Background: an optimization exercise with open tools, aiming at small area, a short achievable clock period and few clock cycles per item. Do not read the settings as production practice. Function was checked by simulation only, so behaviour that the tests miss may differ from the original. Power figures rest on the tool's default switching activity, not on a simulated workload.

===== config.mk =====
export PLATFORM = sky130hd
export DESIGN_NAME = rectangle_overlay_pixel_lookup_top
export DESIGN_NICKNAME = rectangle_overlay_pixel_lookup_top
export VERILOG_FILES = /design/flow/design.v
export SDC_FILE = /design/flow/constraint.sdc
export NUM_CORES = 4
export LEC_CHECK = 0
export CAP_MARGIN = 20
export CORE_MARGIN = 2
export CORE_UTILIZATION = 40
export CTS_CLUSTER_DIAMETER = 100
export CTS_CLUSTER_SIZE = 30
export SETUP_SLACK_MARGIN = 2.5
export SLEW_MARGIN = 20

===== constraint.sdc =====
create_clock -name core_clock -period 6.0 [get_ports {i_clk}]
set_input_delay 1.2000 -clock core_clock [delete_from_list [all_inputs] [get_ports {i_clk}]]
set_output_delay 1.2000 -clock core_clock [all_outputs]
set_load 0.01 [all_outputs]

===== design.v =====
package rop_pkg;
    localparam int MAX_RECTS = 128;
    localparam int IDX_W     = $clog2(MAX_RECTS);
    localparam int CNT_W     = $clog2(MAX_RECTS + 1);
    localparam int COL_W   = 7;
    localparam int ROW_W   = 5;
    localparam int GLYPH_W = 8;
    localparam int S_DATA_W = 48;
    localparam int M_DATA_W = 8;
    localparam int RECT_W   = 2*COL_W + 2*ROW_W + GLYPH_W;
    localparam int OUT_DEPTH = 3;
    localparam logic [GLYPH_W-1:0] SPACE_CHAR = 8'd32;
endpackage
module rop_table_ram (
    input  logic                                           i_clk,
    input  logic                                           i_shift,
    input  logic [rop_pkg::RECT_W-1:0]                     i_rect,
    input  logic [rop_pkg::CNT_W-1:0]                      i_count,
    input  logic [rop_pkg::ROW_W-1:0]                      i_row,
    input  logic [rop_pkg::COL_W-1:0]                      i_col,
    output logic [rop_pkg::MAX_RECTS-1:0]                  o_cover,
    output logic [rop_pkg::MAX_RECTS*rop_pkg::GLYPH_W-1:0] o_glyphs
);
    logic [rop_pkg::RECT_W-1:0] r_mem [0:rop_pkg::MAX_RECTS-1];
    function automatic logic ge_inv(input logic [6:0] x, input logic [6:0] ny, input int w);
        logic c;
        c = 1'b1;
        for (int b = 0; b < w; b++) c = (x[b] & ny[b]) | (x[b] & c) | (ny[b] & c);
        ge_inv = c;
    endfunction
    always_ff @(posedge i_clk) begin
        if (i_shift) begin
            r_mem[0] <= {i_rect[31:12], ~i_rect[11:0]};
            for (int i = 1; i < rop_pkg::MAX_RECTS; i++) r_mem[i] <= r_mem[i-1];
        end
    end
    always_comb begin
        for (int i = 0; i < rop_pkg::MAX_RECTS; i++) begin
            o_cover[i] = ge_inv(i_col, r_mem[i][6:0], 7) && ge_inv(r_mem[i][18:12], ~i_col, 7) &&
                         ge_inv({2'b0, i_row}, {2'b0, r_mem[i][11:7]}, 5) &&
                         ge_inv({2'b0, r_mem[i][23:19]}, {2'b0, ~i_row}, 5) &&
                         (rop_pkg::CNT_W'(i) < i_count);
            o_glyphs[i*rop_pkg::GLYPH_W +: rop_pkg::GLYPH_W] = r_mem[i][31:24];
        end
    end
endmodule
module rop_ctrl (
    input  logic [rop_pkg::MAX_RECTS-1:0]                  i_cover,
    input  logic [rop_pkg::MAX_RECTS*rop_pkg::GLYPH_W-1:0] i_glyphs,
    output logic                                           o_hit,
    output logic [rop_pkg::GLYPH_W-1:0]                    o_glyph
);
    localparam int N  = rop_pkg::MAX_RECTS;
    localparam int G  = 8;
    localparam int NG = N / G;
    localparam int GW = rop_pkg::GLYPH_W;
    logic [NG-1:0]    w_ghit;
    logic [GW-1:0]    w_gglyph [0:NG-1];
    logic [NG-1:0]    w_gsel;
    logic [GW-1:0]    w_or;
    always_comb begin
        for (int g = 0; g < NG; g++) begin
            logic pre;
            pre = 1'b0;
            w_gglyph[g] = '0;
            for (int j = 0; j < G; j++) begin
                if (i_cover[g*G+j] && !pre) w_gglyph[g] = w_gglyph[g] | i_glyphs[(g*G+j)*GW +: GW];
                pre = pre | i_cover[g*G+j];
            end
            w_ghit[g] = pre;
        end
        for (int g = 0; g < NG; g++) begin
            logic pre;
            pre = 1'b0;
            for (int h = 0; h < g; h++) pre = pre | w_ghit[h];
            w_gsel[g] = w_ghit[g] & ~pre;
        end
        w_or = '0;
        for (int g = 0; g < NG; g++)
            w_or = w_or | ({GW{w_gsel[g]}} & w_gglyph[g]);
    end
    assign o_hit   = |w_ghit;
    assign o_glyph = o_hit ? w_or : rop_pkg::SPACE_CHAR;
endmodule
module rectangle_overlay_pixel_lookup_top (
    input  logic                           i_clk,
    input  logic                           i_rst_n,
    input  logic                           i_s_tvalid,
    output logic                           o_s_tready,
    input  logic [rop_pkg::S_DATA_W-1:0]   i_s_tdata,
    input  logic [0:0]                     i_s_tuser,
    output logic                           o_m_tvalid,
    input  logic                           i_m_tready,
    output logic [rop_pkg::M_DATA_W-1:0]   o_m_tdata,
    output logic [0:0]                     o_m_tuser
);
    localparam int D = rop_pkg::OUT_DEPTH;
    localparam int N = rop_pkg::MAX_RECTS;
    logic                         r_ready;
    logic [rop_pkg::CNT_W-1:0]    r_count;
    logic [$clog2(D+1)-1:0]       r_out;
    logic                         r_cv;
    logic [N-1:0]                 r_cov;
    logic [D-1:0]                 r_qv;
    logic [8:0]                   r_qd [0:D-1];
    logic                         w_fire, w_qfire, w_lfire, w_take;
    logic [N-1:0]                 w_cover;
    logic [N*rop_pkg::GLYPH_W-1:0] w_glyphs;
    logic                         w_hit;
    logic [7:0]                   w_glyph;
    logic [$clog2(D+1)-1:0]       w_out;
    assign w_fire  = i_s_tvalid && r_ready;
    assign w_qfire = w_fire && i_s_tuser[0];
    assign w_lfire = w_fire && !i_s_tuser[0] && !r_count[rop_pkg::CNT_W-1];
    assign w_take  = r_qv[0] && i_m_tready;
    assign w_out   = r_out + w_qfire - w_take;
    rop_table_ram u_tab (
        .i_clk    (i_clk),
        .i_shift  (w_lfire),
        .i_rect   (i_s_tdata[31:0]),
        .i_count  (r_count),
        .i_row    (i_s_tdata[36:32]),
        .i_col    (i_s_tdata[43:37]),
        .o_cover  (w_cover),
        .o_glyphs (w_glyphs)
    );
    rop_ctrl u_sel (
        .i_cover  (r_cov),
        .i_glyphs (w_glyphs),
        .o_hit    (w_hit),
        .o_glyph  (w_glyph)
    );
    always_ff @(posedge i_clk) begin
        r_cov <= w_cover;
        if (!i_rst_n) begin
            r_ready <= 1'b1;
            r_count <= '0;
            r_out   <= '0;
            r_cv    <= 1'b0;
        end else begin
            r_ready <= (w_out < D);
            r_count <= r_count + w_lfire;
            r_out   <= w_out;
            r_cv    <= w_qfire;
        end
    end
    logic [D:0]  w_sv;
    logic [8:0]  w_sd [0:D];
    always_comb begin
        for (int k = 0; k < D; k++) begin
            w_sv[k] = w_take ? ((k + 1 < D) ? r_qv[(k+1)%D] : 1'b0) : r_qv[k];
            w_sd[k] = w_take ? r_qd[(k+1)%D] : r_qd[k];
        end
        w_sv[D] = 1'b0;
        w_sd[D] = '0;
    end
    always_ff @(posedge i_clk) begin
        for (int k = 0; k < D; k++) begin
            if (r_cv && !w_sv[k] && (k == 0 || w_sv[(k+D-1)%D]))
                r_qd[k] <= {w_hit, w_glyph};
            else
                r_qd[k] <= w_sd[k];
        end
        if (!i_rst_n) begin
            r_qv <= '0;
        end else begin
            for (int k = 0; k < D; k++)
                r_qv[k] <= w_sv[k] || (r_cv && (k == 0 || w_sv[(k+D-1)%D]));
        end
    end
    assign o_s_tready = r_ready;
    assign o_m_tvalid = r_qv[0];
    assign o_m_tdata  = r_qd[0][7:0];
    assign o_m_tuser  = r_qd[0][8];
endmodule

===== run.sh =====
#!/bin/bash
# synth_recipe.tcl (not shown) runs the flow's synth.tcl, then flattens the netlist and writes it again
# the make line also repeats each setting of config.mk as NAME=value (left out here)
make -C /OpenROAD-flow-scripts/flow DESIGN_CONFIG=/design/flow/config.mk WORK_HOME=/design/flow/orfs CLKGATE_MAP_FILE= SYNTH_SCRIPT=/design/flow/synth_recipe.tcl finish

==> results of run 1 <==
==> worst max-delay path, delay by kind of cell (launching register included) <==
kind / cells / cell delay (ns)
AND/OR/NAND/NOR: 5 / 2.16
flip-flops: 1 / 0.32
AO/OA/AOI/OAI: 1 / 0.33
buffers and inverters: 2 / 0.50
==> worst paths after layout <==
path                       startpoint  slack, ns                   to
setup / recovery           r_count[0]       2.46            r_cov[92]
hold / removal    u_tab.r_mem[96][12]       0.41  u_tab.r_mem[97][12]
setup reg to reg           r_count[0]       2.46            r_cov[92]
hold reg to reg   u_tab.r_mem[96][12]       0.41  u_tab.r_mem[97][12]
==> repair_timing <==
action / 4_1_cts / 5_1_grt
pin swaps: 11 / 5
buffers inserted: 14 / 2
endpoints found under the setup margin: 42 / 43
gates resized for setup: 120 / 41
==> synth_stat cells (18+ instances only) <==
cell / instances
o2111ai_1: 36
a21oi_1: 539
mux2_2: 22
dfxtp_1: 143
a22o_1: 79
o31ai_1: 259
a221oi_1: 82
buf_1: 84
a222oi_1: 54
or4_1: 23
nor2b_1: 63
o311ai_0: 52
nor4b_1: 18
a211oi_1: 102
a22oi_1: 259
a21o_1: 43
o221ai_1: 88
nand2b_1: 344
a221o_1: 72
a32oi_1: 26
maj3_2: 224
nand3_1: 190
a31oi_1: 228
a2111oi_0: 31
inv_1: 67
nor4_1: 84
nand2_1: 643
mux2i_1: 110
buf_2: 48
a211o_1: 37
nor3_1: 122
maj3_1: 951
o21ai_0: 708
clkbuf_1: 508
and2_1: 21
edfxtp_1: 4123
nor2_1: 377
o211ai_1: 36
or3_1: 37
o22ai_1: 19
==> state kept, by name (all words and copies together), names as in the netlist <==
| name | cells |
|---|---|
| r_qv | 3 |
| u_tab.r_mem | 4096 |
| r_ready | 1 |
| r_cv | 1 |
| r_count | 8 |
| r_qd | 27 |
| r_cov | 128 |
| r_out | 2 |
==> layout by cell type, fill, tap and decap left out, types with 54 or more instances in the layout <==
cell type	count
edfxtp_1	4123
maj3_1	951
o21ai_0	698
nand2_1	640
a21oi_1	536
nor2_1	368
nand2b_1	343
a22oi_1	259
o31ai_1	259
maj3_2	224
a31oi_1	220
buf_4	206
nand3_1	187
clkbuf_16	179
nor3_1	115
mux2i_1	110
a211oi_1	98
dfxtp_1	93
clkbuf_1	91
o221ai_1	88
a22o_1	78
a221oi_1	74
a221o_1	72
inv_1	63
nor4_1	63
nor2b_1	59
a222oi_1	54
==> area by class of cell <==
type / instances / area [um2]
Antenna cell: 26 / 65.06
Clock buffer: 273 / 4862
Clock inverter: 29 / 495.5
Fill cell: 37580 / 241800
Inverter: 74 / 330.3
Multi-Input combinational cell: 6173 / 42990
Sequential cell: 4266 / 126800
Tap cell: 5687 / 7116
Timing Repair Buffer: 315 / 3196
==> logic make-up (layout without fill, tap and decap cells) <==
kind of cell / count (synthesis) / count (layout)
AOI/OAI and AO/OA: 2831 / 2831
xor gates and xnor gates: 5 / 5
adders and majority gates: 1179 / 1179
buffers and inverters: 727 / 691
DFF: 4266 / 4266
muxes: 132 / 132
other: 0 / 26
and+or+nand+nor: 2026 / 2026
==> stage by stage <==
| step | std cells | worst slack [ns] | total power [mW] |
|---|---|---|---|
| 3_3_place_gp | 16500 | 0.3412 | 36.36 |
| 6_report | 16840 | 2.461 | 50.94 |
| 5_1_grt | 16820 | 2.502 | 52.53 |
| 2_1_floorplan | 11170 | -98.52 | 38.48 |
| 3_5_place_dp | 16500 | 1.399 | 36.43 |
| 4_1_cts | 16820 | 2.486 | 51.39 |
==> per-layer routing <==
metal	vias up	global-route usage [%]	routed length (um)
met5	-	0	78
met4	12	4.810	11480
met3	425	3.542	35320
met2	3780	28.84	190800
met1	51400	27.60	187700
li1	44060	-	-
==> power by group <==
part | switching (mW) | internal (mW)
sequential | 0.325 | 33.1
clock | 9.21 | 5.98
combinational | 1.69 | 0.601
total | 11.2 | 39.7
==> results.py, run 1 <==
metrics = {
    "logic_synthesis": {
        "synth_edf_count": 4123,
        "synth_flop_cell": "edfxtp_1",
        "yosys.area.top_type": "edfxtp_1",
        "synthesis.nets": 11220,
        "synth-xor-area-share_pct": 0.02549,
        "synth.top_cell.area_share_pct": 72.06,
        "synthArstFlopShare_pct": 0,
        "avgSynthCellArea_um2": 15.39,
        "synthSimpleGateAreaFrac_pct": 5.837,
        "synth_compound_area_share_pct": 10.92,
        "syn_inst": 11170,
        "synthesis.area_um2": 171800,
        "muxShareOfSynthArea_pct": 0.7851,
        "synthTopCellsByArea": "edfxtp_1 72%, maj3_1 5.5%, o21ai_0 2.1%, dfxtp_1 1.7%, a21oi_1 1.6%",
        "yosys.area_share.adder_pct": 7.038,
        "ys_types": 92,
        "synth_seq_cells": 4266,
        "synth_warnings": 7,
        "synth_seq_area_share_pct": 73.73,
        "synth_top_family_by_area": "compound AO/OA/AOI/OAI gates",
    },
    "setup_path": {
        "cpPeakStageDelay_ns": 0.80,
        "critical_path_class": "flip-flop to flip-flop",
        "critPathCaptureType": "flip-flop",
        "startpoint_type": "flip-flop",
        "r2r_cells": 8,
        "critPathArrivalTime_ns": 4.29,
        "cp_slowest_cell": "nor3_2",
        "cp.required_ns": 6.75,
        "path_max_fanout": 8,
        "critPathMostFrequentCell": "buf_4",
        "crit_chain": "buf_4 -> nor2_1 -> nor2b_2 -> buf_4 -> nand2_1 -> a21oi_1 -> nand3_1 -> nor3_2",
    },
    "job": {
        "maxCapViolations": 0,
    },
    "routing": {
        "num_vias": 99680,
        "drc_errors": 0,
        "ant_nets": 0,
        "routed_wl_um": 425400,
        "viasPerCell": 5.918,
        "drtIter0Drc": 12650,
        "dr.pass1.iters": 7,
        "wl_per_cell_um": 25.26,
    },
    "run_status": {
        "status": "no timing/DRC/antenna violations",
    },
    "clock_tree": {
        "clock-sinks": 4266,
        "path_clk_slew_ns": 0.11,
        "cts_tree": "built",
        "ctsHoldBuffers": 0,
        "insertion_delay_ns": 0.97,
        "h-tree-depth": 4,
        "root_buffer": "clkbuf_16",
        "clk_path_buf_depth": 4,
        "numCtsBuffers": 173,
    },
    "sta": {
        "slew_headroom_pct": 22.28,
        "timing.fmax_mhz": 282.6,
        "fin_crit_sh_pct": 58.98,
        "tns_ns": 0,
        "tightest_slew_ns": 1.164,
        "finalHoldViolations": 0,
        "period_minus_slack_ns": 3.539,
        "clock_skew_ns": 0.06566,
        "whs_ns": 0.4145,
        "slew_viol_final": 0,
        "setup-violations-final": 0,
        "rsz0062_at_grt": "false",
    },
    "global_route": {
        "first_global_vias": 94690,
        "antenna_found_initial": 41,
        "grt_first_pass_wirelength_um": 623000,
        "gr-total-overflow": 0,
        "track_usage_pct": 18.82,
        "grt_max_degree": 191,
    },
    "cells_and_area": {
        "utilization_pct": 43.46,
        "fin_nets": 11060,
        "drive_gt1_share_pct": 8.248,
        "area_growth_pct": 8.162,
        "final_cell_area_um2": 185800,
    },
    "placed_design": {
        "numPortBuffers": 59,
        "hpwl_um": 280300,
        "place_congestion": 0.8467,
        "placedInstanceArea_um2": 179700,
    },
    "die": {
        "rows": 240,
        "core_area_um2": 427600,
        "initial_core_util_pct": 40.18,
        "die_h_um": 659.4,
        "dieArea_um2": 434800,
        "pin_count": 64,
        "die_w_um": 659.4,
    },
    "hold_path": {
        "min_delay_path_depth": 0,
        "hold_path.class": "flip-flop to flip-flop",
    },
    "power_and_ir_drop": {
        "vdd_drop_max_mv": 0.2152,
        "powerDensity_nw_per_um2": 274.1,
        "p_leak_nw": 47.68,
    },
}
Testbench counts, summed over its fixed seeds: cycles 2,526, queries 1,600.
==> run 2, diff against run 1 <==
--- a/config.mk
+++ b/config.mk
@@ -8,7 +8,4 @@
 export CAP_MARGIN = 20
 export CORE_MARGIN = 2
 export CORE_UTILIZATION = 40
-export CTS_CLUSTER_DIAMETER = 100
-export CTS_CLUSTER_SIZE = 30
-export SETUP_SLACK_MARGIN = 2.5
 export SLEW_MARGIN = 20
==> run 2 against run 1 <==
Synthesized area is the same. Hold slack improved by 0.0079 ns. Setup slack got worse by 1.0 ns. Critical endpoint is now r_qd[1][5].
==> results.py, run 2 <==
metrics = {
    "sta": {
        "tns_ns": 0,
        "timing.final.ws_setup_ns": 1.460,
        "setup-violations-final": 0,
        "tightest_slew_ns": 1.210,
        "whs_ns": 0.4224,
        "slew_headroom_pct": 19.23,
        "rsz0062_at_grt": "false",
        "clock_skew_ns": 0.05537,
        "slew_viol_final": 0,
        "timing.fmax_mhz": 220.3,
        "fin_crit_sh_pct": 75.67,
        "finalHoldViolations": 0,
        "period_minus_slack_ns": 4.540,
    },
    "die": {
        "pin_count": 64,
        "die_h_um": 659.4,
        "rows": 240,
        "initial_core_util_pct": 40.18,
        "dieArea_um2": 434800,
        "die_w_um": 659.4,
        "core_area_um2": 427600,
    },
    "logic_synthesis": {
        "synthArstFlopShare_pct": 0,
        "syn_inst": 11170,
        "yosys.area.top_type": "edfxtp_1",
        "synthTopCellsByArea": "edfxtp_1 72%, maj3_1 5.5%, o21ai_0 2.1%, dfxtp_1 1.7%, a21oi_1 1.6%",
        "synthesis.nets": 11220,
        "ys_types": 92,
        "synth_seq_area_share_pct": 73.73,
        "synth_warnings": 7,
        "synth_edf_count": 4123,
        "avgSynthCellArea_um2": 15.39,
        "synth_flop_cell": "edfxtp_1",
        "synth.most_common_cell": "edfxtp_1",
        "synth.top_cell.area_share_pct": 72.06,
        "synth_common_cells": "4,123 x edfxtp_1, 951 x maj3_1, 708 x o21ai_0",
        "synthesis.area_um2": 171800,
        "synth_seq_cells": 4266,
    },
    "cells_and_area": {
        "final_cell_mix": "4,123 x edfxtp_1, 951 x maj3_1, 706 x o21ai_0, 643 x nand2_1, 537 x a21oi_1",
        "largest_reg_flops": 4096,
        "top_regs": "u_tab.r_mem (4096), r_cov (128), r_qd (27)",
        "largest_register": "u_tab.r_mem",
        "n_fill_cell": 36940,
        "fin_nets": 11310,
        "multi_input_area_um2": 42510,
        "area_growth_pct": 12.66,
        "register_area_um2": 126700,
        "drive_gt1_share_pct": 10.34,
        "final_common_cell": "edfxtp_1",
        "stdcell_count": 17330,
        "utilization_pct": 45.26,
    },
    "placed_design": {
        "dp_cells": 16500,
        "dpl_worst_slack_ns": 1.399,
        "numPortBuffers": 59,
        "hpwl_um": 280300,
        "place_congestion": 0.8467,
    },
    "clock_tree": {
        "post-cts-setup-buffer-count": 0,
        "insertion_delay_ns": 1.00,
        "clock-sinks": 4266,
        "numCtsBuffers": 438,
        "ctsHoldBuffers": 0,
        "cts_tree": "built",
        "clk_path_buf_depth": 4,
        "path_clk_slew_ns": 0.06,
        "root_buffer": "clkbuf_16",
        "h-tree-depth": 5,
        "cts_resized": 0,
    },
    "setup_path": {
        "path_max_fanout": 17,
        "critPathCaptureType": "flip-flop",
        "cp.required_ns": 6.69,
        "startpoint_type": "flip-flop",
        "critPathArrivalTime_ns": 5.23,
        "critical_path_class": "flip-flop to flip-flop",
    },
    "routing": {
        "num_vias": 101600,
        "viasPerCell": 5.865,
        "routed_wl_um": 432300,
        "drc_errors": 0,
        "drtIter0Drc": 12160,
        "ant_nets": 0,
        "wl_per_cell_um": 24.94,
        "dr.pass1.iters": 8,
    },
    "power_and_ir_drop": {
        "powerDensity_nw_per_um2": 321.4,
        "p_leak_nw": 51.61,
        "vdd_drop_max_mv": 0.2650,
    },
    "global_route": {
        "antenna_found_initial": 40,
        "track_usage_pct": 19.14,
        "first_global_vias": 97550,
        "grt_first_pass_wirelength_um": 634100,
        "gr-total-overflow": 0,
        "grt_max_degree": 191,
    },
    "run_status": {
        "status": "no timing/DRC/antenna violations",
    },
    "job": {
        "maxCapViolations": 0,
    },
    "hold_path": {
        "hold_path.class": "flip-flop to flip-flop",
    },
}
[run 2: cell counts after synthesis]
No cell type changed its count.
[run 2: cell families after synthesis]
family / synth area share, %
xor gates and xnor gates: 0.02549
AOI/OAI and AO/OA: 10.92
and+or+nand+nor: 5.837
adders and majority gates: 7.038
buffers and inverters: 1.666
DFF: 73.73
muxes: 0.7851
[run 2: through the flow]
stage               instance area (um2)  power (mW)
CTS                              193500       62.75
finish                           193500       62.20
detailed placement               179700       36.43
global placement                 179600       36.36
global route                     193500       64.14
floorplan                        171800       38.48
[run 2: layout make-up]
type	count	area share, %
multi-input combinational	6173	21.96
sequential	4266	65.45
timing repair buffer	299	1.573
inverter	74	0.1707
tap	5687	3.676
clock buffer	620	6.272
clock inverter	198	0.8760
antenna	15	0.01939
[run 2: final timing paths]
path                            slack [ns]           startpoint                   to  depth (start not counted)
worst max-delay path                  1.46            r_cov[32]           r_qd[1][5]                          8
worst min-delay path                  0.42  u_tab.r_mem[69][28]  u_tab.r_mem[70][28]                          0
worst max register to register        1.46            r_cov[32]           r_qd[1][5]                          8
worst min register to register        0.42  u_tab.r_mem[69][28]  u_tab.r_mem[70][28]                          0
[run 2: worst max-delay path, stage by stage, from the launching register on]
cell	delay, ns
dfxtp_1	0.81
nor4_2	0.17
and2_0	0.39
a221o_1	0.44
o211ai_1	0.37
nand4_1	0.44
a221oi_1	0.85
o2111ai_2	0.40
mux2_2	0.38
[run 2: per-layer routing]
metal  vias to the layer above  global-route usage, %  share of wire (%)
li1                      44830                      -                  -
met1                     52150                  27.77                 44
met2                      4053                  28.92                 45
met3                       608                  4.201                8.7
met4                        12                  5.456                2.8
met5                         -                      0              0.019
[run 2: report_power, final]
part / leakage (nW) / internal, mW / total (mW) / switching [mW]
clock: 6.74 / 14.9 / 26.4 / 11.5
sequential: 31.7 / 33.2 / 33.5 / 0.327
combinational: 13.1 / 0.597 / 2.29 / 1.69
total: 51.6 / 48.6 / 62.2 / 13.6

==> what the ideal ports hide <==
The results above use ideal ports. As a check the final layouts listed here were re-extracted and re-timed, cells and wires unchanged.
Step 1, drivers: a clkbuf_16 drives i_clk and a buf_2 each remaining input, both assumed.
Step 2 times the ports against the registers' clock, not the clock port: input delays grow and output delays shrink by t, the midpoint of the rising clock arrivals with the driver on.
Three values: ideal, step 1, step 2; two values: the first two.
run | t (ns) | setup WS [ns] | slew at the worst register clock pin (ns)
run 1 | 1.042 | 2.461 / 2.461 / 1.497 | 0.12 / 0.12
run 2 | 1.072 | 1.460 / 1.460 / 1.401 | 0.07 / 0.07
After both steps setup and hold are still met in every run listed. For run 1, which loses most, drivers alone change the setup slack by 0.000 ns; drivers and shift together by -0.964 ns.
